Background: an optimization exercise with open tools, aiming at small area. Do not read the settings as production practice.
No functional check of the RTL was part of this run.
Power figures rest on the tool's default switching activity, not on a simulated workload.

`flow/design.v`:
```
package cfu_mac_pkg;
  typedef enum logic [2:0] {
    OP_NOP  = 3'd0,
    OP_MAC  = 3'd1,
    OP_MACU = 3'd2,
    OP_RDL  = 3'd3,
    OP_RDH  = 3'd4,
    OP_CLR  = 3'd5,
    OP_WR   = 3'd6,
    OP_RSVD = 3'd7
  } op_e;
  typedef enum logic [1:0] {
    StIdle,
    StBusy,
    StDone
  } state_e;
  localparam int unsigned CtrlOpLsb  = 0;
  localparam int unsigned CtrlOpW    = 3;
  localparam int unsigned CtrlIdxLsb = 3;
  localparam int unsigned CtrlIdxW   = 5;
endpackage
module cfu_mac_mul_iter (
  input  logic [32:0] win_i,      
  input  logic [31:0] mcand_i,    
  input  logic        msign_i,    
  input  logic        nz_i,       
  input  logic        neg_i,      
  input  logic [1:0]  pend_i,     
  input  logic        top_i,      
  output logic [32:0] win_o,      
  output logic [1:0]  pend_o      
);
  logic [2:0]  z_hi, q;
  logic [35:0] x, y, p, g, c, s;
  logic [6:0]  cb;
  assign z_hi = {3{nz_i & (msign_i ^ neg_i)}};
  assign q    = z_hi + {pend_i[1], pend_i} + {2'b00, top_i};
  assign x = {3'd0, win_i};
  assign y = {{2{q[2]}}, q, {32{nz_i}} & (mcand_i ^ {32{neg_i}})};
  assign p = x ^ y;
  assign g = x & y;
  assign s = p ^ c;
  assign win_o  = s[32:0];
  assign pend_o = s[34:33];
  assign cb[0] = neg_i;
  assign c[0] = cb[0];
  assign c[1] = (g[0]) |
                    (p[0] & cb[0]);
  assign c[2] = (g[0] & p[1]) |
                    (g[1]) |
                    (p[0] & p[1] & cb[0]);
  assign c[3] = (g[0] & p[1] & p[2]) |
                    (g[1] & p[2]) |
                    (g[2]) |
                    (p[0] & p[1] & p[2] & cb[0]);
  assign c[4] = (g[0] & p[1] & p[2] & p[3]) |
                    (g[1] & p[2] & p[3]) |
                    (g[2] & p[3]) |
                    (g[3]) |
                    (p[0] & p[1] & p[2] & p[3] & cb[0]);
  assign c[5] = (g[0] & p[1] & p[2] & p[3] & p[4]) |
                    (g[1] & p[2] & p[3] & p[4]) |
                    (g[2] & p[3] & p[4]) |
                    (g[3] & p[4]) |
                    (g[4]) |
                    (p[0] & p[1] & p[2] & p[3] & p[4] & cb[0]);
  assign cb[1] = (g[0] & p[1] & p[2] & p[3] & p[4] & p[5]) |
                    (g[1] & p[2] & p[3] & p[4] & p[5]) |
                    (g[2] & p[3] & p[4] & p[5]) |
                    (g[3] & p[4] & p[5]) |
                    (g[4] & p[5]) |
                    (g[5]) |
                    (p[0] & p[1] & p[2] & p[3] & p[4] & p[5] & cb[0]);
  assign c[6] = cb[1];
  assign c[7] = (g[6]) |
                    (p[6] & cb[1]);
  assign c[8] = (g[6] & p[7]) |
                    (g[7]) |
                    (p[6] & p[7] & cb[1]);
  assign c[9] = (g[6] & p[7] & p[8]) |
                    (g[7] & p[8]) |
                    (g[8]) |
                    (p[6] & p[7] & p[8] & cb[1]);
  assign c[10] = (g[6] & p[7] & p[8] & p[9]) |
                    (g[7] & p[8] & p[9]) |
                    (g[8] & p[9]) |
                    (g[9]) |
                    (p[6] & p[7] & p[8] & p[9] & cb[1]);
  assign c[11] = (g[6] & p[7] & p[8] & p[9] & p[10]) |
                    (g[7] & p[8] & p[9] & p[10]) |
                    (g[8] & p[9] & p[10]) |
                    (g[9] & p[10]) |
                    (g[10]) |
                    (p[6] & p[7] & p[8] & p[9] & p[10] & cb[1]);
  assign cb[2] = (g[6] & p[7] & p[8] & p[9] & p[10] & p[11]) |
                    (g[7] & p[8] & p[9] & p[10] & p[11]) |
                    (g[8] & p[9] & p[10] & p[11]) |
                    (g[9] & p[10] & p[11]) |
                    (g[10] & p[11]) |
                    (g[11]) |
                    (p[6] & p[7] & p[8] & p[9] & p[10] & p[11] & cb[1]);
  assign c[12] = cb[2];
  assign c[13] = (g[12]) |
                    (p[12] & cb[2]);
  assign c[14] = (g[12] & p[13]) |
                    (g[13]) |
                    (p[12] & p[13] & cb[2]);
  assign c[15] = (g[12] & p[13] & p[14]) |
                    (g[13] & p[14]) |
                    (g[14]) |
                    (p[12] & p[13] & p[14] & cb[2]);
  assign c[16] = (g[12] & p[13] & p[14] & p[15]) |
                    (g[13] & p[14] & p[15]) |
                    (g[14] & p[15]) |
                    (g[15]) |
                    (p[12] & p[13] & p[14] & p[15] & cb[2]);
  assign c[17] = (g[12] & p[13] & p[14] & p[15] & p[16]) |
                    (g[13] & p[14] & p[15] & p[16]) |
                    (g[14] & p[15] & p[16]) |
                    (g[15] & p[16]) |
                    (g[16]) |
                    (p[12] & p[13] & p[14] & p[15] & p[16] & cb[2]);
  assign cb[3] = (g[12] & p[13] & p[14] & p[15] & p[16] & p[17]) |
                    (g[13] & p[14] & p[15] & p[16] & p[17]) |
                    (g[14] & p[15] & p[16] & p[17]) |
                    (g[15] & p[16] & p[17]) |
                    (g[16] & p[17]) |
                    (g[17]) |
                    (p[12] & p[13] & p[14] & p[15] & p[16] & p[17] & cb[2]);
  assign c[18] = cb[3];
  assign c[19] = (g[18]) |
                    (p[18] & cb[3]);
  assign c[20] = (g[18] & p[19]) |
                    (g[19]) |
                    (p[18] & p[19] & cb[3]);
  assign c[21] = (g[18] & p[19] & p[20]) |
                    (g[19] & p[20]) |
                    (g[20]) |
                    (p[18] & p[19] & p[20] & cb[3]);
  assign c[22] = (g[18] & p[19] & p[20] & p[21]) |
                    (g[19] & p[20] & p[21]) |
                    (g[20] & p[21]) |
                    (g[21]) |
                    (p[18] & p[19] & p[20] & p[21] & cb[3]);
  assign c[23] = (g[18] & p[19] & p[20] & p[21] & p[22]) |
                    (g[19] & p[20] & p[21] & p[22]) |
                    (g[20] & p[21] & p[22]) |
                    (g[21] & p[22]) |
                    (g[22]) |
                    (p[18] & p[19] & p[20] & p[21] & p[22] & cb[3]);
  assign cb[4] = (g[18] & p[19] & p[20] & p[21] & p[22] & p[23]) |
                    (g[19] & p[20] & p[21] & p[22] & p[23]) |
                    (g[20] & p[21] & p[22] & p[23]) |
                    (g[21] & p[22] & p[23]) |
                    (g[22] & p[23]) |
                    (g[23]) |
                    (p[18] & p[19] & p[20] & p[21] & p[22] & p[23] & cb[3]);
  assign c[24] = cb[4];
  assign c[25] = (g[24]) |
                    (p[24] & cb[4]);
  assign c[26] = (g[24] & p[25]) |
                    (g[25]) |
                    (p[24] & p[25] & cb[4]);
  assign c[27] = (g[24] & p[25] & p[26]) |
                    (g[25] & p[26]) |
                    (g[26]) |
                    (p[24] & p[25] & p[26] & cb[4]);
  assign c[28] = (g[24] & p[25] & p[26] & p[27]) |
                    (g[25] & p[26] & p[27]) |
                    (g[26] & p[27]) |
                    (g[27]) |
                    (p[24] & p[25] & p[26] & p[27] & cb[4]);
  assign c[29] = (g[24] & p[25] & p[26] & p[27] & p[28]) |
                    (g[25] & p[26] & p[27] & p[28]) |
                    (g[26] & p[27] & p[28]) |
                    (g[27] & p[28]) |
                    (g[28]) |
                    (p[24] & p[25] & p[26] & p[27] & p[28] & cb[4]);
  assign cb[5] = (g[24] & p[25] & p[26] & p[27] & p[28] & p[29]) |
                    (g[25] & p[26] & p[27] & p[28] & p[29]) |
                    (g[26] & p[27] & p[28] & p[29]) |
                    (g[27] & p[28] & p[29]) |
                    (g[28] & p[29]) |
                    (g[29]) |
                    (p[24] & p[25] & p[26] & p[27] & p[28] & p[29] & cb[4]);
  assign c[30] = cb[5];
  assign c[31] = (g[30]) |
                    (p[30] & cb[5]);
  assign c[32] = (g[30] & p[31]) |
                    (g[31]) |
                    (p[30] & p[31] & cb[5]);
  assign c[33] = (g[30] & p[31] & p[32]) |
                    (g[31] & p[32]) |
                    (g[32]) |
                    (p[30] & p[31] & p[32] & cb[5]);
  assign c[34] = (g[30] & p[31] & p[32] & p[33]) |
                    (g[31] & p[32] & p[33]) |
                    (g[32] & p[33]) |
                    (g[33]) |
                    (p[30] & p[31] & p[32] & p[33] & cb[5]);
  assign c[35] = (g[30] & p[31] & p[32] & p[33] & p[34]) |
                    (g[31] & p[32] & p[33] & p[34]) |
                    (g[32] & p[33] & p[34]) |
                    (g[33] & p[34]) |
                    (g[34]) |
                    (p[30] & p[31] & p[32] & p[33] & p[34] & cb[5]);
  assign cb[6] = (g[30] & p[31] & p[32] & p[33] & p[34] & p[35]) |
                    (g[31] & p[32] & p[33] & p[34] & p[35]) |
                    (g[32] & p[33] & p[34] & p[35]) |
                    (g[33] & p[34] & p[35]) |
                    (g[34] & p[35]) |
                    (g[35]) |
                    (p[30] & p[31] & p[32] & p[33] & p[34] & p[35] & cb[5]);
endmodule
module cfu_mac #(
  parameter int unsigned XLEN    = 32,
  parameter int unsigned NUM_ACC = 4,
  parameter int unsigned MUL_BPC = 4,
  parameter int unsigned CTRL_W  = 8
) (
  input  logic              clk_i,
  input  logic              rst_ni,
  input  logic              stall_i,
  input  logic              valid_i,
  input  logic [CTRL_W-1:0] cfu_ctrl_i,
  input  logic [XLEN-1:0]   src1_i,
  input  logic [XLEN-1:0]   src2_i,
  output logic              stall_o,
  output logic [XLEN-1:0]   rslt_o
);
  logic [2:0]  op;
  logic [1:0]  idx;
  logic        is_mac, is_macu, is_rdl, is_rdh, is_clr, is_wr;
  logic        multi, last, step, clean;
  logic [5:0]  cnt_q;
  logic [1:0]  pend_q, pend_new;
  logic [3:0]  zero_q;
  logic [63:0] acc_q [4];
  logic [3:0]  sel, sel_lo, sel_top, sel_hi;
  logic [32:0] win_m, win_new;
  logic [31:0] hi_rd;
  logic        bit_b, bit_nx_q, nz, neg, top;
  logic        unused;
  assign op  = cfu_ctrl_i[2:0];
  assign idx = cfu_ctrl_i[4:3];
  assign unused = ^{cfu_ctrl_i[7:5]};
  assign is_mac  = (op == 3'd1);
  assign is_macu = (op == 3'd2);
  assign is_rdl  = (op == 3'd3);
  assign is_rdh  = (op == 3'd4);
  assign is_clr  = (op == 3'd5);
  assign is_wr   = (op == 3'd6);
  assign multi   = is_mac | is_macu | is_rdl | is_clr | is_wr;
  assign last    = (cnt_q == 6'd63);
  assign step    = valid_i && multi && !(last && stall_i);
  assign stall_o = multi && !last;
  assign clean = zero_q[idx] | is_wr;
  for (genvar k = 0; k < 4; k++) begin : g_sel
    assign sel[k]     = (idx == 2'(k));
    assign sel_lo[k]  = sel[k] && !(clean && cnt_q == 6'd0);
    assign sel_top[k] = sel[k] && !(clean && !cnt_q[5]);
    assign sel_hi[k]  = sel[k] && is_rdh && !zero_q[k];
  end
  always_comb begin
    win_m = '0;
    hi_rd = '0;
    for (int k = 0; k < 4; k++) begin
      win_m = win_m | ({sel_top[k], {32{sel_lo[k]}}} & acc_q[k][32:0]);
      hi_rd = hi_rd | ({32{sel_hi[k]}} & acc_q[k][63:32]);
    end
  end
  assign bit_b = (cnt_q == 6'd0) ? src2_i[0] : bit_nx_q;
  assign nz  = ((is_mac | is_macu) && !cnt_q[5] && bit_b) || (is_wr && cnt_q == 6'd0);
  assign neg = is_mac && (cnt_q == 6'd31) && bit_b;
  assign top = is_wr && !cnt_q[5] && bit_b;
  cfu_mac_mul_iter u_step (
    .win_i   (win_m),
    .mcand_i (src1_i),
    .msign_i (is_mac && src1_i[31]),
    .nz_i    (nz),
    .neg_i   (neg),
    .pend_i  (pend_q),
    .top_i   (top),
    .win_o   (win_new),
    .pend_o  (pend_new)
  );
  always_ff @(posedge clk_i or negedge rst_ni) begin
    if (!rst_ni) begin
      cnt_q  <= '0;
      pend_q <= '0;
      bit_nx_q <= 1'b0;
      zero_q <= '1;
    end else begin
      if (step) begin
        cnt_q <= cnt_q + 6'd1;
      end
      pend_q <= (step && cnt_q < 6'd31) ? pend_new : 2'b00;
      bit_nx_q <= src2_i[5'(cnt_q[4:0] + 5'd1)];
      if (step && cnt_q == 6'd31) begin
        zero_q[idx] <= 1'b0;
      end
      if (step && last && is_clr) begin
        zero_q[idx] <= 1'b1;
      end
    end
  end
  for (genvar k = 0; k < 4; k++) begin : g_acc
    always_ff @(posedge clk_i) begin
      if (step && sel[k]) begin
        acc_q[k] <= {win_new[0], acc_q[k][63:33], win_new[32:1]};
      end
    end
  end
  assign rslt_o = (win_m[32:1] & {32{is_mac | is_macu | is_rdl | is_clr}}) | hi_rd;
endmodule
```
`flow/flow/run.sh`:
```
#!/bin/bash
# The standard layout (standard.sh), with two changes:
#  - synthesis maps the logic with an area-oriented ABC script (flow/synth.tcl)
#    and leaves adders to ABC instead of mapping them to full-adder cells;
#  - the port buffers are sky130_fd_sc_hd__buf_1 cells.
set -euo pipefail
here=$(pwd)
export MY_ABC_SCRIPT=$here/flow/abc_area.script
bash standard.sh SYNTH_SCRIPT=$here/flow/synth.tcl ADDER_MAP_FILE= \
  "BUFFER_PORTS_ARGS=-buffer_cell sky130_fd_sc_hd__buf_1" finish > $here/flow_make.log 2>&1
```
`flow/flow/abc_area.script`:
```
&get -n
&st
&dc2
&dch -f
&nf -R 1000 -p -F 8 -A 4
&put
```
`flow/flow/synth.tcl`:
```
proc synth {args} { yosys synth -nofsm -noshare {*}$args }
proc abc {args} {
  set i [lsearch -exact $args -script]
  if {$i >= 0 && [info exists ::env(MY_ABC_SCRIPT)]} { lset args [expr {$i+1}] $::env(MY_ABC_SCRIPT) }
  yosys abc {*}$args
}
source $::env(SCRIPTS_DIR)/synth.tcl
# left out here: clear keep_hierarchy, flatten, clean up, hide names made inside functions, write 1_2_yosys.v
```
`flow/standard.sh`:
```
#!/bin/bash
# synth_recipe.tcl (not shown) runs the flow's synth.tcl, then flattens the netlist and writes it again
# the make line also repeats each setting of config.mk as NAME=value (left out here)
make -C /OpenROAD-flow-scripts/flow DESIGN_CONFIG=/design/flow/config.mk WORK_HOME=/design/flow/orfs CLKGATE_MAP_FILE= SYNTH_SCRIPT=/design/flow/synth_recipe.tcl "${@:-finish}"
```
`flow/config.mk`:
```
export PLATFORM = sky130hd
export DESIGN_NAME = cfu_mac
export DESIGN_NICKNAME = cfu_mac
export VERILOG_FILES = /design/flow/design.v
export SDC_FILE = /design/flow/constraint.sdc
export NUM_CORES = 4
export LEC_CHECK = 0
export CAP_MARGIN = 20
export CORE_MARGIN = 2
export CORE_UTILIZATION = 60
export CTS_BUF_LIST = sky130_fd_sc_hd__clkbuf_16
export CTS_CLUSTER_DIAMETER = 80
export CTS_CLUSTER_SIZE = 25
export SLEW_MARGIN = 20
```
`flow/constraint.sdc`:
```
create_clock -name core_clock -period 10.0 [get_ports {clk_i}]
set_input_delay 2.0000 -clock core_clock [delete_from_list [all_inputs] [get_ports {clk_i}]]
set_output_delay 2.0000 -clock core_clock [all_outputs]
set_load 0.01 [all_outputs]
```
==> impl_results.md <==
* Post-Syn Area at 11400 µm²
* Post-Synth XOR/XNOR Area at 6.29%
* Placed Instance Area at 12900 µm²
* Setup Viol. Count Final at 27
* Gr usage total at 28.9%
* Vias post-DR at 8207
* Most used DFF post-synth: edfxtp_1
* Placeable core area at 18700 µm²
* Row count at 50
* Post-Syn Nets at 887
* Post-Synth Simple-Gate Area at 8.35%
* Die Span X at 142 µm
* Initial drt markers at 945
* TritonCTS clock tree: done
* #FFs+latches synth at 269
* CP endpoint kind: flip-flop
* Worst endpoint data arrival time at 11310 ps
* Min Tclk post-route at 11010 ps
* Clock slew seen by the registers of the worst setup and hold paths at 100 ps
* RSZ-0062 raised after global routing: true
* Crit path launch type: input pin
* Setup WS post-layout at -1010 ps
* Setup CP Type: in -> reg
* Max Freq at roughly 91 MHz
* Status: complete, but fails checks
* Ant diodes at 0
* Mean post-synth cell area at 14.1 µm²
* Commonest cells in the netlist: edfxtp_1 (256), nand2_1 (127), xnor2_1 (76), a222oi_1 (59), nor2_1 (37)
* Proportion of synthesized area in mux cells at 0.285%
* Fin Hold WS at 454 ps
* Fail Reasons: negative setup slack
* Mapped Cells at 811
* Final Slew Violations at 0
* P&R area growth vs syn at 24.0%
* Worst-path fanout max at 4
* Worst r2r dst: acc_q[2][31]
* Worst EP required at 10300 ps
* Final hold violation count at 0
* Nets at 1172
* Routed WL at 28900 µm
* Critical Path Source: cfu_ctrl_i[3]
* Largest net degree at the start of global routing at 65
* Synth area leaders: edfxtp_1 (67%), xnor2_1 (5.8%), a222oi_1 (5.2%), nand2_1 (4.2%), dfrtp_1 (2.0%)
* Drt wl/cell at 21.7 µm
* Layout cells sized above 1 at 22.7%
* Main combinational cell family by area after synthesis: compound AO/OA/AOI/OAI gates
* MaxCap Viol Count at 0
* Post-synthesis adder-cell area fraction at 1.75%
* Worst-Margin Slew at between 1000 and 1500 ps
* Cell Count, Final, Fillers Out at about 1300
* Synth top area share at 67.3%
* Setup slack after placement at -1610 ps
* Leakage at 4.81 nW
* Slew headroom at 32.0%
* Clock power share at between 20% and 30%
* Period utilisation layout at 110%
* Yosys cell types at a little over 40
* ANT nets after route at 0
* Total power at 2.52 mW
* 1st-pass router iterations at 6
* Reg power frac at between 50 and 60%
* Die Area at 20200 µm²
* First-pass GRT wire length at approximately 45000 µm
* Post-synth top area cell: edfxtp_1
* Internal power at ~1.8 mW
* Final instance area at roughly 14000 µm²
* H-tree levels at 1
* Die Y-Extent at ~140 µm
* Gr ovfl total at 0
* Yosys Warn Count at 2
* Post-DP HPWL at 16800 µm
* Worst Clk Skew at roughly 24 ps
* Drt via density at 6.14
* Most frequent cell after synthesis: edfxtp_1
* Dpl cells at between 1000 and 1500
* Vias in the first global route at between 8000 and 9000
* Gpl congestion at 0.832
* Max clock buf depth at 3
* CP most frequent cell: maj3_2
* # port buffers at 105
* Type of the worst min-delay path: reg -> reg
* Setup crit end: acc_q[2][31]
* Part of the Yosys area used for sequential elements at 70.2%
* Worst-Skew Late Latency at 490 ps
* FF-to-FF Start: cnt_q[5]
* # IOs at 109
* Combinational power share at ~22%
* Num CTS Buffers at 15
* DRC at 0
* Post-synth ARST share at 4.83%
* Max stage delay cell, worst path: maj3_2
* Clock Tree Root: clkbuf_16
* Final setup TNS at -18690 ps
* Power per cell area at 178 nW/µm²
* Switching share of total power at 27.2%
* NetSw at 0.685 mW
* Hold-fix buffers at CTS at 0
* Initial antenna violation count at 0
* CTS sink count at around 270
* R2R setup slack at -20 ps
* Hold Path Origin: acc_q[0][42]
* Post-synth EDFFs at 256
* CP peak stage delay at 360 ps
* Fill cells at 1200
* Starting density of the core at 61.1%
* Compound-gate portion of the synthesized area at 12.1%
* Maximum vdd ir drop at 137 µV
* Final core occ at 75.7%
* FF-to-FF path depth at 46
[logic make-up (layout without fill, tap and decap cells)]
group,after synthesis,in the layout
flip-flops,269,269
AND/OR/NAND/NOR,222,222
adder cells (fa/ha/maj),20,20
multiplexers,3,3
AO/OA/AOI/OAI,185,185
buffers and inverters,30,321
XOR/XNOR,82,82
[final cells by class]
cell class                 instances  area, µm²  area share, %
tap                              234        293           2.07
sequential                       269       8020           56.6
timing repair buffer             268       1700           12.0
clock inverter                     8       53.8          0.380
multi-input combinational        512       3610           25.5
inverter                          30        118          0.830
clock buffer                      15        375           2.65
[repair_timing]
action,4_1_cts,5_1_grt
gates cloned,0,0
setup endpoints to repair,26,35
pin swaps,11,14
buffers inserted,60,13
gates resized for setup,21,36
[how the worst min path moves through the flow]
stage / endpoint / depth (start not counted)
CTS: acc_q[0][44] / 0
global placement: acc_q[3][45] / 0
detailed placement: acc_q[0][44] / 0
floorplan: acc_q[3][32] / 0
global route: acc_q[1][36] / 0
finish: acc_q[0][41] / 0
[layer usage]
metal | GRT usage (%) | share of wire (%) | wire, µm
met5 | 0 | 0 | 0
met4 | 10.5 | 3.2 | 915
met2 | 46.9 | 47 | 13700
met3 | 5.92 | 9.1 | 2620
met1 | 39.3 | 40 | 11700
[worst max-delay path, delay by kind of cell]
kind | cells | cell delay [ps]
xor gates and xnor gates | 1 | 280
buffers and inverters | 4 | 340
AOI/OAI and AO/OA | 15 | 2140
and+or+nand+nor | 9 | 1260
adders and majority gates | 18 | 5300
[power by group through the flow]
stage          clock network (mW)  logic [mW]  registers [mW]
5_1_grt                     0.669       0.604            1.35
2_1_floorplan                   0       0.310            1.37
3_5_place_dp                    0       0.491            1.37
3_3_place_gp                    0       0.472            1.37
4_1_cts                     0.632       0.523            1.35
6_report                    0.624       0.551            1.35
[placed cells by master, fill, tap and decap left out, types with 4 or more instances in the layout]
cell type  count
dfrtp_1        9
clkbuf_16     15
nand2_1      126
a22oi_1       15
maj3_2        18
dfstp_2        4
xor2_1         5
nor2_4         6
a21o_1         7
buf_4        146
a222oi_1      59
o211ai_1      15
clkinv_1      29
nor3_2         4
nor2_1        30
a21oi_1       22
edfxtp_1     256
o21ai_0       34
nand3_1       21
buf_6         19
a221oi_1       5
xnor2_1       72
a21oi_2        7
buf_1        102
nor2b_1        9
[state kept, by name (all words and copies together), names as in the netlist]
name / flops
acc_q: 256
bit_nx_q: 1
cnt_q: 6
pend_q: 2
zero_q: 4

separate check: timing with driven ports:
The results above use ideal ports. As a check the final layout listed here was re-extracted and re-timed, cells and wires unchanged.
Step 1 sets driving cells, clkbuf_16 on the clock port and buf_2 on the other inputs (assumed; they add their load-dependent delay and slew).
Step 2, shift: input delay + t, output delay - t, t = (earliest + latest rising clock arrival at the registers) / 2. This alone moves slack from input paths to output paths.
a / b / c = ideal ports / drivers / drivers and shift; a / b = the first two.
t, ns: 0.525
setup WS [ns]: -1.013 / -1.012 / -1.537
slew at the worst register clock pin (ns): 0.10 / 0.10
The setup slack of this run moves by +0.001 ns with the drivers and by -0.524 ns with both steps.
